What follows belongs to an exercise in optimizing a design on an open flow for a short achievable clock period and few clock cycles per item; a production flow would make more cautious choices.
Only simulation tests tie the RTL to the original design; equivalence was not proved.
The clock port is modelled as an ideal driver; clocking choices that lean on that would not hold on a real chip.

Design dlxExecCore, start of the top module:
module dlxExecCore (
	input logic clk,
	input logic rst,
	input logic instrValid,
	input logic [0:dlxIsaPkg::InstrWidth-1] instrWord,
	output logic instrReady,
	output logic retireValid,
	output logic [0:dlxIsaPkg::DataWidth-1] retireData,
	output logic [0:dlxIsaPkg::RegAddrWidth-1] retireDest,
	output logic retireFp,
	input logic retireReady
);
	logic v0;
	logic [31:0] w0;
	logic rstQ;
	logic accept;
	logic drop;
	logic retire;
	logic [CreditWidth-1:0] credits;
	logic [CreditWidth-1:0] creditsNext;
	assign accept = instrValid && instrReady;
	assign retire = retireValid && retireReady;
	logic [5:0] opIn;
	logic knownIn;
	logic drop0;
	assign opIn = instrWord[0:5];
	assign knownIn = ((opIn >= OpAdd) && (opIn <= OpAddi)) || ((opIn >= OpFneg) && (opIn <= OpMovfp2i));
	always_ff @(posedge clk) begin
		w0 <= instrWord;
		rstQ <= rst;
	end
	logic known0;
	logic [NumOps-1:0] opOh0;
	logic [4:0] rs1_0;
	logic [4:0] rs2_0;
	logic [4:0] rd0;
	logic readFp0;
	logic destFp0;
	logic isImm0;
	logic [31:0] imm0;
  ...
Size: about 10000 cells after synthesis, roughly 3300 flip-flops, ~76 I/O pins, ~0.14 mm^2 of cells after synthesis.
clock: 6.0 ns
lec_check: 0
cap_margin: 20
core_margin: 2
core_utilization: 40
setup_slack_margin: 3.5
slew_margin: 20
tns_end_percent: 20
standard.sh (not shown) runs the stock make flow with config.mk's settings and CLKGATE_MAP_FILE= SYNTH_SCRIPT=/design/flow/synth_recipe.tcl, a recipe that flattens the netlist after the stock synthesis.
==> flow/flow/run.sh <==
#!/bin/bash
# The standard layout with these changes:
# - synthesis maps the logic with flow/abc_speed.script (ABC's load-aware
#   mapper) and without the adder extraction pass, whose full/half-adder
#   cells ABC cannot restructure; registers come out as in the standard
#   synthesis;
# - port buffers are buf_4 cells rather than the smallest buffer;
# - before clock tree synthesis, flow/out_regs.tcl gives each output
#   register the strongest drive of its cell family and, where it drives
#   only its port buffer, moves it next to that buffer.
# Each step's output goes to a log file in this folder.
set -euo pipefail
work=$(pwd)
rm -rf "$work/scripts_mod"
cp -r "$FLOW_HOME/scripts" "$work/scripts_mod"
cp "$work/flow/abc_speed.script" "$work/scripts_mod/abc_speed.script"
bash standard.sh SCRIPTS_DIR="$work/scripts_mod" ADDER_MAP_FILE= synth > "$work/synth.log" 2>&1
bash standard.sh "BUFFER_PORTS_ARGS=-buffer_cell sky130_fd_sc_hd__buf_4" \
	"PRE_CTS_TCL=$work/flow/out_regs.tcl" > "$work/layout.log" 2>&1
==> flow/flow/abc_speed.script <==
strash
&get -n
&dch -f
&put
map -p
topo
buffer -c
upsize -c
dnsize -c
==> flow/flow/out_regs.tcl <==
# Output registers: each output port is driven, through its port buffer, by a
# register. Give that register the strongest drive of its cell family and
# move it next to the port buffer, so the register-to-port path is short.
set block [ord::get_db_block]
foreach bterm [$block getBTerms] {
  if {[$bterm getIoType] != "OUTPUT"} { continue }
  set pnet [$bterm getNet]
  if {$pnet == "NULL"} { continue }
  set buf "NULL"
  foreach it [$pnet getITerms] {
    if {[$it isOutputSignal]} { set buf [$it getInst] }
  }
  if {$buf == "NULL"} { continue }
  set src "NULL"
  foreach it [$buf getITerms] {
    if {[$it isInputSignal]} {
      set n [$it getNet]
      if {$n == "NULL"} { continue }
      foreach d [$n getITerms] {
        if {[$d isOutputSignal]} { set src [$d getInst] }
      }
    }
  }
  if {$src == "NULL"} { continue }
  set master [[$src getMaster] getName]
  if {[regexp {^(sky130_fd_sc_hd__dfxtp)_[0-9]+$} $master -> fam]} {
    set qnet [[$src findITerm Q] getNet]
    replace_cell [$src getName] ${fam}_4
    # A register that also drives internal logic keeps its place.
    if {[llength [$qnet getITerms]] != 2} { continue }
    set loc [$buf getLocation]
    $src setLocation [lindex $loc 0] [lindex $loc 1]
    puts "out_regs: [$src getName] -> ${fam}_4 at $loc for [$bterm getName]"
  }
}
The starting point finished clean.
Testbench counts at the start, summed over its fixed seeds: cycles 12,048, items 12,000.
Next try:
==> flow/run.sh (new file) <==
#!/bin/bash
# synth_recipe.tcl (not shown) runs the flow's synth.tcl, then flattens the netlist and writes it again
# the make line also repeats each setting of config.mk as NAME=value (left out here)
make -C /OpenROAD-flow-scripts/flow DESIGN_CONFIG=/design/flow/config.mk WORK_HOME=/design/flow/orfs CLKGATE_MAP_FILE= SYNTH_SCRIPT=/design/flow/synth_recipe.tcl finish
- SETUP_SLACK_MARGIN: 3.5 -> 3.0
removed: flow/flow/run.sh
removed: flow/flow/abc_speed.script
removed: flow/flow/out_regs.tcl
removed: flow/standard.sh
Effect: With this change the flow finished but fails on capacitance limit, slew limit; non-clock buffer count is lower by 428; fmax is lower by 17%; count of clock-buffer cells in the layout is lower by 27; first-iteration DRC count is lower by 13%; synthesized cell count is lower by 7.2%; design area is lower by 9.0%.

==> afterwards: timing with drivers on the ports <==
How much do the figures lean on ideal ports? The routed layouts below were timed once more, with nothing changed but the port constraints.
Step 1 (the two cells are an assumption about what drives the block):
set clk [get_ports {clk}]
set_driving_cell -lib_cell sky130_fd_sc_hd__clkbuf_16 $clk
set_driving_cell -lib_cell sky130_fd_sc_hd__buf_2 [delete_from_list [all_inputs] $clk]
Step 2 also shifts input and output timing later by t, the mid clock arrival at the registers, as if the neighbouring blocks saw the same clock.
Slacks: ideal / step 1 / step 2; pairs: ideal / step 1.
run	shift t [ns]	setup slack, ns	clock arrival spread, ns	pins driven straight from the clock port
the first run	1.074	3.176 / 3.176 / 2.918	0.067 / 0.066	1
the second run	0.996	2.585 / 2.585 / 2.026	0.065 / 0.065	1
For the second run, which loses most, drivers alone change the setup slack by 0.000 ns; drivers and shift together by -0.559 ns.
